Context: an optimization exercise on an open-source flow, tuned for small area, a short achievable clock period and few clock cycles per item. The choices shown serve that exercise and are no tape-out recipe. No functional check of the RTL was part of any run shown here.

File: flow/constraint.sdc
create_clock -name core_clock -period 7.0 [get_ports {clk}]
set_input_delay 1.4000 -clock core_clock [delete_from_list [all_inputs] [get_ports {clk}]]
set_output_delay 1.4000 -clock core_clock [all_outputs]
set_load 0.01 [all_outputs]
File: flow/run.sh
#!/bin/bash
# synth_recipe.tcl (not shown) runs the flow's synth.tcl, then flattens the netlist and writes it again
# the make line also repeats each setting of config.mk as NAME=value (left out here)
make -C /OpenROAD-flow-scripts/flow DESIGN_CONFIG=/design/flow/config.mk WORK_HOME=/design/flow/orfs CLKGATE_MAP_FILE= SYNTH_SCRIPT=/design/flow/synth_recipe.tcl finish
File: flow/design.v
package md2_pkg;
	localparam int BLOCK_BYTES = 16;
	localparam int STATE_BYTES = 48;
	localparam int ROUND_COUNT = 18;
	localparam int STEPS = 4;
	localparam logic [2047:0] PI_SBOX_FLAT = {
		8'h29,8'h2e,8'h43,8'hc9,8'ha2,8'hd8,8'h7c,8'h01,
		8'h3d,8'h36,8'h54,8'ha1,8'hec,8'hf0,8'h06,8'h13,
		8'h62,8'ha7,8'h05,8'hf3,8'hc0,8'hc7,8'h73,8'h8c,
		8'h98,8'h93,8'h2b,8'hd9,8'hbc,8'h4c,8'h82,8'hca,
		8'h1e,8'h9b,8'h57,8'h3c,8'hfd,8'hd4,8'he0,8'h16,
		8'h67,8'h42,8'h6f,8'h18,8'h8a,8'h17,8'he5,8'h12,
		8'hbe,8'h4e,8'hc4,8'hd6,8'hda,8'h9e,8'hde,8'h49,
		8'ha0,8'hfb,8'hf5,8'h8e,8'hbb,8'h2f,8'hee,8'h7a,
		8'ha9,8'h68,8'h79,8'h91,8'h15,8'hb2,8'h07,8'h3f,
		8'h94,8'hc2,8'h10,8'h89,8'h0b,8'h22,8'h5f,8'h21,
		8'h80,8'h7f,8'h5d,8'h9a,8'h5a,8'h90,8'h32,8'h27,
		8'h35,8'h3e,8'hcc,8'he7,8'hbf,8'hf7,8'h97,8'h03,
		8'hff,8'h19,8'h30,8'hb3,8'h48,8'ha5,8'hb5,8'hd1,
		8'hd7,8'h5e,8'h92,8'h2a,8'hac,8'h56,8'haa,8'hc6,
		8'h4f,8'hb8,8'h38,8'hd2,8'h96,8'ha4,8'h7d,8'hb6,
		8'h76,8'hfc,8'h6b,8'he2,8'h9c,8'h74,8'h04,8'hf1,
		8'h45,8'h9d,8'h70,8'h59,8'h64,8'h71,8'h87,8'h20,
		8'h86,8'h5b,8'hcf,8'h65,8'he6,8'h2d,8'ha8,8'h02,
		8'h1b,8'h60,8'h25,8'had,8'hae,8'hb0,8'hb9,8'hf6,
		8'h1c,8'h46,8'h61,8'h69,8'h34,8'h40,8'h7e,8'h0f,
		8'h55,8'h47,8'ha3,8'h23,8'hdd,8'h51,8'haf,8'h3a,
		8'hc3,8'h5c,8'hf9,8'hce,8'hba,8'hc5,8'hea,8'h26,
		8'h2c,8'h53,8'h0d,8'h6e,8'h85,8'h28,8'h84,8'h09,
		8'hd3,8'hdf,8'hcd,8'hf4,8'h41,8'h81,8'h4d,8'h52,
		8'h6a,8'hdc,8'h37,8'hc8,8'h6c,8'hc1,8'hab,8'hfa,
		8'h24,8'he1,8'h7b,8'h08,8'h0c,8'hbd,8'hb1,8'h4a,
		8'h78,8'h88,8'h95,8'h8b,8'he3,8'h63,8'he8,8'h6d,
		8'he9,8'hcb,8'hd5,8'hfe,8'h3b,8'h00,8'h1d,8'h39,
		8'hf2,8'hef,8'hb7,8'h0e,8'h66,8'h58,8'hd0,8'he4,
		8'ha6,8'h77,8'h72,8'hf8,8'heb,8'h75,8'h4b,8'h0a,
		8'h31,8'h44,8'h50,8'hb4,8'h8f,8'hed,8'h1f,8'h1a,
		8'hdb,8'h99,8'h8d,8'h33,8'h9f,8'h11,8'h83,8'h14
	};
	function automatic logic [7:0] pi_sbox(input logic [7:0] x);
		pi_sbox = PI_SBOX_FLAT[2047 - 8 * x -: 8];
	endfunction
endpackage
module md2_front (
	input  logic       clk,
	input  logic       arst_n,
	input  logic       push,
	output logic       full,
	input  logic [9:0] item,
	output logic       cmd_valid,
	output logic [7:0] cmd_data,
	output logic       cmd_byte,
	output logic       cmd_end,
	input  logic       take
);
	logic       valid_q;
	logic [9:0] cmd_q;
	logic       accept;
	assign full      = valid_q && !take;
	assign accept    = push && !full;
	assign cmd_valid = valid_q;
	assign cmd_data  = cmd_q[9:2];
	assign cmd_byte  = cmd_q[1];
	assign cmd_end   = cmd_q[0];
	always_ff @(posedge clk) begin
		if (accept) begin
			cmd_q <= item;
		end
	end
	always_ff @(posedge clk or negedge arst_n) begin
		if (!arst_n) begin
			valid_q <= 1'b0;
		end else if (accept) begin
			valid_q <= item[1] || item[0];
		end else if (take) begin
			valid_q <= 1'b0;
		end
	end
endmodule
module md2_core (
	input  logic         clk,
	input  logic         arst_n,
	input  logic         cmd_valid,
	input  logic [7:0]   cmd_data,
	input  logic         cmd_byte,
	input  logic         cmd_end,
	output logic         take,
	output logic         empty,
	input  logic         pop,
	output logic [127:0] result
);
	localparam int U       = md2_pkg::STEPS;
	localparam int GROUPS  = md2_pkg::BLOCK_BYTES;
	localparam int CYC     = md2_pkg::STATE_BYTES / U;
	localparam int CYC_W   = (CYC > 1) ? $clog2(CYC) : 1;
	localparam int BUF_N   = (U > 1) ? U - 1 : 1;
	localparam logic [CYC_W-1:0] CYC_LAST = CYC - 1;
	localparam logic [3:0]       U_LAST   = U - 1;
	typedef enum logic [2:0] {
		S_ABS,
		S_PAD,
		S_CSUM,
		S_COMP,
		S_OUT
	} state_t;
	typedef enum logic [1:0] {
		A_ABS,
		A_PAD,
		A_CSUM,
		A_OUT
	} after_t;
	state_t       state_q;
	after_t       after_q;
	logic         first_q;
	logic [3:0]   j_q;
	logic [4:0]   pad_q;
	logic [7:0]   l_q;
	logic [7:0]   t_q;
	logic [CYC_W-1:0] cyc_q;
	logic [4:0]   round_q;
	logic         out_valid_q;
	logic [GROUPS*3-1:0][7:0] x_q;
	logic [GROUPS-1:0][7:0]   c_q;
	logic [BUF_N-1:0][7:0]    buf_q;
	logic         comp;
	logic         absorb;
	logic         csum_upd;
	logic [7:0]   b;
	logic [7:0]   c_new;
	logic [7:0]   c_head;
	logic         batch;
	logic         x_en;
	logic [U:0][7:0]   t_chain;
	logic [U-1:0][7:0] s_out;
	logic [U-1:0][7:0] bb;
	logic [GROUPS*3-1:0][7:0] x_nxt;
	logic [7:0]   t_nxt;
	assign comp   = (state_q == S_COMP);
	assign take   = (state_q == S_ABS) && cmd_valid;
	assign absorb = (take && cmd_byte) || (state_q == S_PAD) || (state_q == S_CSUM);
	assign csum_upd = (take && cmd_byte) || (state_q == S_PAD);
	assign b = (state_q == S_ABS) ? cmd_data :
	           (state_q == S_PAD) ? {3'b000, pad_q} : c_q[0];
	assign batch    = absorb && ((j_q & U_LAST) == U_LAST);
	assign x_en     = comp || batch;
	assign t_chain[0] = comp ? t_q : (b ^ l_q);
	for (genvar i = 0; i < U; i++) begin : g_step
		assign s_out[i]       = md2_pkg::pi_sbox(t_chain[i]);
		assign t_chain[i + 1] = x_q[3 * i] ^ s_out[i];
	end
	assign c_head = first_q ? 8'h00 : c_q[0];
	assign c_new  = c_head ^ s_out[0];
	for (genvar i = 0; i < U; i++) begin : g_bb
		if (i == U - 1) begin : g_cur
			assign bb[i] = b;
		end else begin : g_old
			assign bb[i] = buf_q[i];
		end
	end
	always_comb begin
		for (int p = 0; p < 3 * (GROUPS - U); p++) begin
			x_nxt[p] = x_q[p + 3 * U];
		end
		for (int i = 0; i < U; i++) begin
			logic [7:0] h0;
			h0 = first_q ? 8'h00 : x_q[3 * i];
			if (comp) begin
				x_nxt[3 * (GROUPS - U + i)]     = x_q[3 * i + 1];
				x_nxt[3 * (GROUPS - U + i) + 1] = x_q[3 * i + 2];
				x_nxt[3 * (GROUPS - U + i) + 2] = x_q[3 * i] ^ s_out[i];
			end else begin
				x_nxt[3 * (GROUPS - U + i)]     = h0;
				x_nxt[3 * (GROUPS - U + i) + 1] = bb[i];
				x_nxt[3 * (GROUPS - U + i) + 2] = h0 ^ bb[i];
			end
		end
	end
	always_comb begin
		t_nxt = t_chain[U];
		if (cyc_q == CYC_LAST) begin
			t_nxt = (round_q == 5'd17) ? 8'h00 : t_chain[U] + {3'b000, round_q};
		end
	end
	for (genvar g = 0; g < GROUPS; g++) begin : g_res
		assign result[127 - 8 * g -: 8] = x_q[3 * g];
	end
	assign empty = !out_valid_q;
	always_ff @(posedge clk) begin
		if (x_en) begin
			x_q <= x_nxt;
		end
		if (absorb) begin
			for (int k = 0; k < GROUPS - 1; k++) begin
				c_q[k] <= c_q[k + 1];
			end
			c_q[GROUPS - 1] <= csum_upd ? c_new : c_q[0];
		end
		if (absorb && U > 1) begin
			for (int k = 0; k < BUF_N - 1; k++) begin
				buf_q[k] <= buf_q[k + 1];
			end
			buf_q[BUF_N - 1] <= b;
		end
	end
	always_ff @(posedge clk or negedge arst_n) begin
		if (!arst_n) begin
			state_q     <= S_ABS;
			after_q     <= A_ABS;
			first_q     <= 1'b1;
			j_q         <= '0;
			pad_q       <= '0;
			l_q         <= '0;
			t_q         <= '0;
			cyc_q       <= '0;
			round_q     <= '0;
			out_valid_q <= 1'b0;
		end else begin
			if (absorb) begin
				j_q <= j_q + 1'b1;
			end
			if (csum_upd) begin
				l_q <= c_new;
			end
			case (state_q)
				S_ABS: begin
					if (take) begin
						if (cmd_byte && j_q == 4'd15) begin
							state_q <= S_COMP;
							after_q <= cmd_end ? A_PAD : A_ABS;
							pad_q   <= 5'd16;
						end else if (cmd_end) begin
							state_q <= S_PAD;
							pad_q   <= 5'd16 - {1'b0, j_q} - {4'd0, cmd_byte};
						end
					end
				end
				S_PAD: begin
					if (j_q == 4'd15) begin
						state_q <= S_COMP;
						after_q <= A_CSUM;
					end
				end
				S_CSUM: begin
					if (j_q == 4'd15) begin
						state_q <= S_COMP;
						after_q <= A_OUT;
					end
				end
				S_COMP: begin
					first_q <= 1'b0;
					t_q     <= t_nxt;
					if (cyc_q == CYC_LAST) begin
						cyc_q <= '0;
						if (round_q == 5'd17) begin
							round_q <= '0;
							case (after_q)
								A_ABS:  state_q <= S_ABS;
								A_PAD:  state_q <= S_PAD;
								A_CSUM: state_q <= S_CSUM;
								default: begin
									state_q     <= S_OUT;
									out_valid_q <= 1'b1;
								end
							endcase
						end else begin
							round_q <= round_q + 1'b1;
						end
					end else begin
						cyc_q <= cyc_q + 1'b1;
					end
				end
				S_OUT: begin
					if (pop) begin
						state_q     <= S_ABS;
						out_valid_q <= 1'b0;
						first_q     <= 1'b1;
						l_q         <= '0;
					end
				end
				default: state_q <= S_ABS;
			endcase
		end
	end
endmodule
module md2_digest_engine (
	input  logic               clk,
	input  logic               arst_n,
	input  logic               push,
	output logic               full,
	input  logic [9:0]         item,
	output logic               empty,
	input  logic               pop,
	output logic [127:0]       result
);
	logic       cmd_valid;
	logic [7:0] cmd_data;
	logic       cmd_byte;
	logic       cmd_end;
	logic       take;
	md2_front u_front (
		.clk      (clk),
		.arst_n   (arst_n),
		.push     (push),
		.full     (full),
		.item     (item),
		.cmd_valid(cmd_valid),
		.cmd_data (cmd_data),
		.cmd_byte (cmd_byte),
		.cmd_end  (cmd_end),
		.take     (take)
	);
	md2_core u_core (
		.clk      (clk),
		.arst_n   (arst_n),
		.cmd_valid(cmd_valid),
		.cmd_data (cmd_data),
		.cmd_byte (cmd_byte),
		.cmd_end  (cmd_end),
		.take     (take),
		.empty    (empty),
		.pop      (pop),
		.result   (result)
	);
endmodule
File: flow/config.mk
export PLATFORM = sky130hd
export DESIGN_NAME = md2_digest_engine
export DESIGN_NICKNAME = md2_digest_engine
export VERILOG_FILES = /design/flow/design.v
export SDC_FILE = /design/flow/constraint.sdc
export NUM_CORES = 4
export LEC_CHECK = 0
export CAP_MARGIN = 20
export CORE_MARGIN = 2
export CORE_UTILIZATION = 40
export SLEW_MARGIN = 20
==> results of run 1 <==
-- synth_stat cells (all sizes together), types with 14 or more instances --
master	count	area share, %
ha	46	1.6
o32ai	14	0.36
a211oi	77	1.7
o211ai	94	1.9
o31ai	37	0.77
inv	59	0.61
a21boi	14	0.30
a21oi	256	3.5
a211o	17	0.41
a311oi	46	1.2
o21a	20	0.41
a31oi	65	1.1
dfrtp	41	2.8
clkbuf	143	1.5
or3	29	0.50
o311ai	27	0.65
xor2	19	0.50
nand3	129	1.8
nor2	273	2.8
nand3b	20	0.42
a221oi	32	0.78
nand2b	15	0.26
o221ai	27	0.65
a22oi	23	0.47
buf	308	5.5
o311a	20	0.55
a311o	16	0.44
nor3	103	1.5
nor4	28	0.51
o21ai	252	3.5
a32oi	23	0.57
a221o	22	0.61
xnor2	46	1.2
a21o	17	0.35
o22ai	45	0.77
o2111ai	33	0.79
nand2	422	4.4
nor2b	15	0.26
edfxtp	546	45
nand4	36	0.62
a2111oi	24	0.61
mux2i	24	0.67
-- flip-flops by register name (all words and copies together) (netlist names) --
name,flops
u_core.x_q,384
u_core.c_q,128
u_core.buf_q,24
u_front.cmd_q,10
u_core.l_q,8
u_core.t_q,8
u_core.pad_q,5
u_core.round_q,5
u_core.cyc_q,4
u_core.j_q,4
u_core.state_q,3
u_core.after_q,2
u_core.first_q,1
u_core.out_valid_q,1
u_front.valid_q,1
-- final cells by class --
cell class                      count  area, um^2
Clock buffer                       79        1583
Clock inverter                     35       379.1
Fill cell                        7626       36490
Inverter                           62       270.3
Multi-Input combinational cell   2614       19100
Sequential cell                   588       17450
Tap cell                         1176        1471
Timing Repair Buffer             1601       13540
-- through the flow --
stage          hold slack [ns]  worst slack (ns)  TNS, ns  instance area, um^2
2_1_floorplan           0.4003            -3.842   -55.13                37240
3_3_place_gp            0.4000            -5.287   -91.27                48120
3_5_place_dp            0.4045            -5.076   -85.69                48120
4_1_cts                 0.4027            -3.775   -58.84                52670
5_1_grt                 0.4190            -4.445   -71.93                53790
6_report                0.4014            -4.168   -66.75                53790
-- per-layer routing --
| metal | track usage, % | vias to the layer above | wire length (um) |
|---|---|---|---|
| met2 | 59.29 | 2904 | 81540 |
| li1 | - | 16820 | - |
| met4 | 25.35 | 6 | 15720 |
| met3 | 8.917 | 855 | 20690 |
| met1 | 52.48 | 19380 | 75240 |
| met5 | 0 | - | 42 |
-- worst paths after layout --
path,to,startpoint,depth (start not counted)
min in group asynchronous,u_core.pad_q[0],arst_n,1
hold / removal,u_core.x_q[150],u_core.x_q[246],0
setup reg to reg,u_core.t_q[7],u_core.state_q[0],56
max in group asynchronous,u_core.state_q[1],arst_n,1
setup / recovery,u_core.t_q[7],u_core.state_q[0],56
hold reg to reg,u_core.x_q[150],u_core.x_q[246],0
-- worst register-to-register path: cells and delay by family, from the launching register on --
family / cells / cell delay [ns]
flops: 1 / 0.44
buf+inv: 15 / 2.04
xor+xnor: 1 / 0.22
compound gates: 22 / 4.02
simple gates: 11 / 2.32
mux: 3 / 0.91
fa+ha+maj: 4 / 1.08
-- what timing repair did --
item | 4_1_cts | 5_1_grt
pin swaps | 115 | 102
setup buffers | 77 | 50
endpoints found under the setup margin | 24 | 24
gates cloned | 7 | 1
resized for setup | 423 | 172
-- placed cells by master, fill, tap and decap left out, types with 23 or more instances in the layout --
master / n
o21ai_1: 47
nor2_2: 26
xnor2_1: 36
nand2_1: 395
nor3_1: 71
nand4_1: 36
o21ai_0: 178
a31oi_1: 54
clkdlybuf4s50_1: 142
o211ai_1: 94
o31ai_1: 31
edfxtp_1: 546
nand3_1: 114
a311oi_1: 32
nor2_1: 226
dfrtp_1: 38
buf_12: 54
a221oi_1: 23
o2111ai_1: 26
o22ai_1: 41
buf_4: 1317
a21oi_1: 212
clkbuf_16: 61
a211oi_1: 53
buf_6: 70
ha_1: 24
inv_1: 41
a21oi_2: 40
-- kinds of logic (layout without fill, tap and decap cells) --
| family | count (synthesis) | in the layout | share of synthesized area (%) |
|---|---|---|---|
| AND/OR/NAND/NOR | 1137 | 1137 | 14.44 |
| AO/OA/AOI/OAI | 1320 | 1320 | 25.47 |
| XOR/XNOR | 65 | 65 | 1.658 |
| multiplexers | 45 | 45 | 1.559 |
| buffers and inverters | 513 | 1777 | 7.553 |
| adder cells (fa/ha/maj) | 47 | 47 | 1.628 |
| flip-flops | 588 | 588 | 47.68 |
==> reports/qor.yml, run 1 <==
cp_common_cell: "buf_4"
clockBufferDepth: 3
max_stage_delay_ns: 0.60
critPathLaunchType: "register"
wl_per_cell_um: 31.39
instances_no_fill: 6155
yosys_warnings: 2
final_layout_size_suffix_gt1_share_pct: 41.03
grt_pass1_vias: 38570
grt_setup_unrepaired: "true"
groute.usage.overall_pct: 39.85
root_buffer: "clkbuf_16"
worst-path-max-fanout: 13
antenna_found_initial: 6
grt_first_pass_wirelength_um: 272800
fin_ws_ns: -4.168
violations: "setup timing"
core_area_um2: 90290
ys_types: 112
vias_per_cell: 6.493
cp.required_ns: 7.56
ys.flop_type: "edfxtp_1"
ios: 144
slew_violations: 0
area_delta_synth_final_pct: 47.01
initial_utilization_pct: 40.53
syn_area_um2: 36590
crit_arrival_ns: 11.73
synth-seq-cells: 588
drt-initial-drc-count: 6045
drt-pass1-iter-count: 9
critPathBufInv: 15
tritoncts: "built"
slew-limit-headroom_pct: 26.09
antenna_left: 0
cts.sinks: 588
h-tree-depth: 2
cts_buffers: 60
place_congestion: 1.082
drv_cap: 0
place_inst: 5921
status: "finished with violations"
num_vias: 39960
syn_avg_cell_area_um2: 9.850
crit_family: "compound AO/OA/AOI/OAI gates"
yosysSeqAreaShare_pct: 47.68
clk_latency_ns: 0.71
crit_type: "register to register"
finClkSkew_ns: 0.07505
fp.dieH_um: 306.5
post-route-drc-count: 0
synthCells: 3715
syn_nets: 3776
nets: 4988
utilization_pct: 59.58
synth_edf_count: 546
drt-total-wl_um: 193200
clk_pin_slew_worst_paths_ns: 0.06
grt_max_degree: 105
rows: 110
fmax_mhz: 89.54
layout_min_cycle_time_ns: 11.17
fin_crit_sh_pct: 159.5
hold_viol: 0
async_reset_ff_share_pct: 7.143
endpoint_kind: "register"
worst_pin_slew_ns: 1.109
die_x_um: 306.5
regToRegSetupSlack_ns: -4.17
cpMaxStageDelayCell: "or4_4"
antenna-diode-count: 0
dp_hpwl_um: 144300
cts_hold_buf: 0
die_area_um2: 93910
overflow: 0
hp-class: "register to register"
finalSetupViolations: 24
port_buffers: 143
==> run 2: changes to the inputs <==
--- a/flow/design.v
+++ b/flow/design.v
@@ -3,5 +3,5 @@
 	localparam int STATE_BYTES = 48;
 	localparam int ROUND_COUNT = 18;
-	localparam int STEPS = 4;
+	localparam int STEPS = 2;
 	localparam logic [2047:0] PI_SBOX_FLAT = {
 		8'h29,8'h2e,8'h43,8'hc9,8'ha2,8'hd8,8'h7c,8'h01,
==> reports/qor.yml, run 2 <==
status: "finished with violations"
violations: "setup timing"
critPathBufInv: 6
overflow: 0
utilization_pct: 54.91
antenna_found_initial: 4
rows: 97
routed.top_layer: "met4"
crit_arrival_ns: 7.67
post-route-drc-count: 0
synth_fa_ha_area_share_pct: 1.394
area_delta_synth_final_pct: 35.80
regToRegSetupSlack_ns: -0.13
layout_common_cells: "buf_4, edfxtp_1, nand2_1"
synth.area.mux_share_pct: 1.407
fp.dieH_um: 270.3
top_register: "u_core.x_q"
antenna_left: 0
clk_latency_ns: 0.62
multiInputGateArea_um2: 10520
clk_pin_slew_worst_paths_ns: 0.06
finalSetupViolations: 3
yosysSeqAreaShare_pct: 59.91
fmax_mhz: 140.3
synth-compound-area-share_pct: 16.62
die_area_um2: 73050
grt_pass1_vias: 23440
wl_met3_um: 9827
vias_per_cell: 5.885
r2r_start: "u_core.state_q[1]"
crit_type: "register to register"
async_reset_ff_share_pct: 7.504
final_layout_size_suffix_gt1_share_pct: 34.99
met1Wirelength_um: 48660
critPathLaunchType: "register"
worst-path-max-fanout: 6
cp.required_ns: 7.55
dp_hpwl_um: 85220
regArea_um2: 17000
core_area_um2: 70150
synth-seq-cells: 573
layout_min_cycle_time_ns: 7.128
root_buffer: "clkbuf_16"
clockBufferDepth: 3
grt_first_pass_wirelength_um: 163600
cpMaxStageDelayCell: "a2111oi_1"
h-tree-depth: 2
syn_area_um2: 28360
synth_edf_count: 530
yosys_warnings: 2
place_congestion: 1.094
ys_types: 117
synth_top_family_by_area: "compound AO/OA/AOI/OAI gates"
ys.flop_type: "edfxtp_1"
holdPathEnd: "u_core.x_q[160]"
largest_registers: "u_core.x_q: 384 flops, u_core.c_q: 128 flops, u_front.cmd_q: 10 flops"
slew-limit-headroom_pct: 27.99
grt_max_degree: 150
cts.sinks: 573
hp-class: "register to register"
synth_top_cells_by_area: "edfxtp_1, buf_4, dfrtp_1, nand2_1, a21oi_1"
slew_violations: 0
fillers: 6047
met2_length_um: 49290
synth_top_area_cell: "edfxtp_1"
drt-total-wl_um: 113400
finClkSkew_ns: 0.03650
drt-pass1-iter-count: 5
synth_top_area_share_pct: 56.11
synth-xor-area-share_pct: 1.782
fin_ws_ns: -0.1281
port_buffers: 143
groute.usage.overall_pct: 30.44
cts_buffers: 58
die_x_um: 270.3
drv_cap: 0
fin_crit_sh_pct: 101.8
nets: 3109
holdPathStages: 0
drt-initial-drc-count: 2617
tritoncts: "built"
endpoint_kind: "register"
crit_family: "compound AO/OA/AOI/OAI gates"
grt_setup_unrepaired: "true"
synth_simple_gate_area_share_pct: 11.84
synth_common_cells: "edfxtp_1, nand2_1, a21oi_1"
largest_reg_flops: 384
hold_viol: 0
max_stage_delay_ns: 0.52
worst_pin_slew_ns: 1.080
yosysMostFrequentCell: "edfxtp_1"
r2r_cells: 32
syn_avg_cell_area_um2: 11.84
layout_commonest_cell: "buf_4"
wl_per_cell_um: 28.02
num_vias: 23830
initial_utilization_pct: 40.43
min_from: "u_core.x_q[208]"
synthCells: 2396
ios: 144
syn_nets: 2441
dpl_worst_slack_ns: -0.8625
cts_hold_buf: 0
worstReg2RegEnd: "u_core.t_q[7]"
==> run 2: cell count changes after synthesis, sizes merged, moves of 40 or more <==
cell / change
a21oi: -96
buf: -91
clkbuf: -70
nand2: -153
nand3: -57
nor2: -116
nor3: -40
o211ai: -60
o21ai: -111
==> run 2: what timing repair did <==
| action | in CTS | in global routing |
|---|---|---|
| gates cloned | 2 | 0 |
| setup endpoints to repair | 9 | 7 |
| hold endpoints to repair | 0 | 0 |
| gates resized for setup | 200 | 110 |
| pin swaps | 56 | 53 |
| buffers inserted | 45 | 25 |
==> run 2: layout make-up <==
class                      instances  share of cell area [%]
sequential                       573                   44.12
multi-input combinational       1500                   27.32
timing repair buffer             898                   19.97
clock buffer                      70                   3.989
tap                              940                   3.054
clock inverter                    33                   1.156
inverter                          33                  0.3703
antenna                            2                 0.01299
==> run 2: cells by family (layout without fill, tap and decap cells) <==
logic type,count (synthesis),in the layout
AND/OR/NAND/NOR,710,710
AO/OA/AOI/OAI,676,676
flip-flops,573,573
buffers and inverters,323,1034
XOR/XNOR,50,50
multiplexers,33,33
adder cells (fa/ha/maj),31,31
other,0,2
==> run 2: metrics by stage <==
stage          TNS, ns  hold WS [ns]  area (um^2)  cells
6_report       -0.2696        0.4132        38520   4049
5_1_grt         -1.167        0.4168        38510   4048
4_1_cts              0        0.4142        37940   4025
3_5_place_dp    -3.706        0.4045        34650   3876
3_3_place_gp    -4.641        0.4007        34650   3876
2_1_floorplan   -14.17        0.4003        28470   2396
==> run 2: worst reg2reg max path, delay by kind of cell, from the launching register on <==
kind	cells	cell delay, ns
multiplexers	1	0.29
XOR/XNOR	2	0.44
buffers and inverters	6	0.87
AND/OR/NAND/NOR	9	1.84
flip-flops	1	0.45
AO/OA/AOI/OAI	12	2.65
adder cells (fa/ha/maj)	2	0.54
==> run 2: worst max path at each step <==
stage,startpoint,to,slack [ns],cells after the start
floorplan,u_core.state_q[0],u_core.x_q[0],-0.04,7
global placement,u_core.state_q[0],u_core.t_q[7],-1.04,31
detailed placement,u_core.state_q[0],u_core.t_q[6],-0.86,38
CTS,u_core.state_q[0],u_core.t_q[7],0.005,35
global route,u_core.state_q[0],u_core.t_q[6],-0.38,39
finish,u_core.state_q[1],u_core.t_q[7],-0.13,32
==> run 2: layer usage <==
metal | up-vias | GRT usage (%)
li1 | 10380 | -
met1 | 11840 | 42.74
met2 | 1301 | 46.17
met3 | 309 | 6.134
met4 | 0 | 12.46
met5 | - | 0

[port drivers added, routing unchanged]
The flow's constraints put no driver on any port. The routed layouts listed below were extracted and timed again, unchanged, in two steps. Step 1 assumes that a clkbuf_16 drives the clock port and a buf_2 every other input. Step 2 moves the port delays by t, midway between the first and last clock arrival at a register: inputs arrive t later, outputs are due t later. That takes back most of the time a late clock gives input paths. Slacks: no drivers / after step 1 / after step 2; pairs: no drivers / after step 1.
run | t (ns) | slack for setup (ns) | latest minus earliest clock arrival (ns) | worst data-port slew with drivers (ns) | pins driven straight from the clock port
run 1 | 0.742 | -4.168 / -4.168 / -4.168 | 0.079 / 0.079 | 0.05 | 1
run 2 | 0.667 | -0.128 / -0.128 / -0.128 | 0.037 / 0.037 | 0.04 | 1
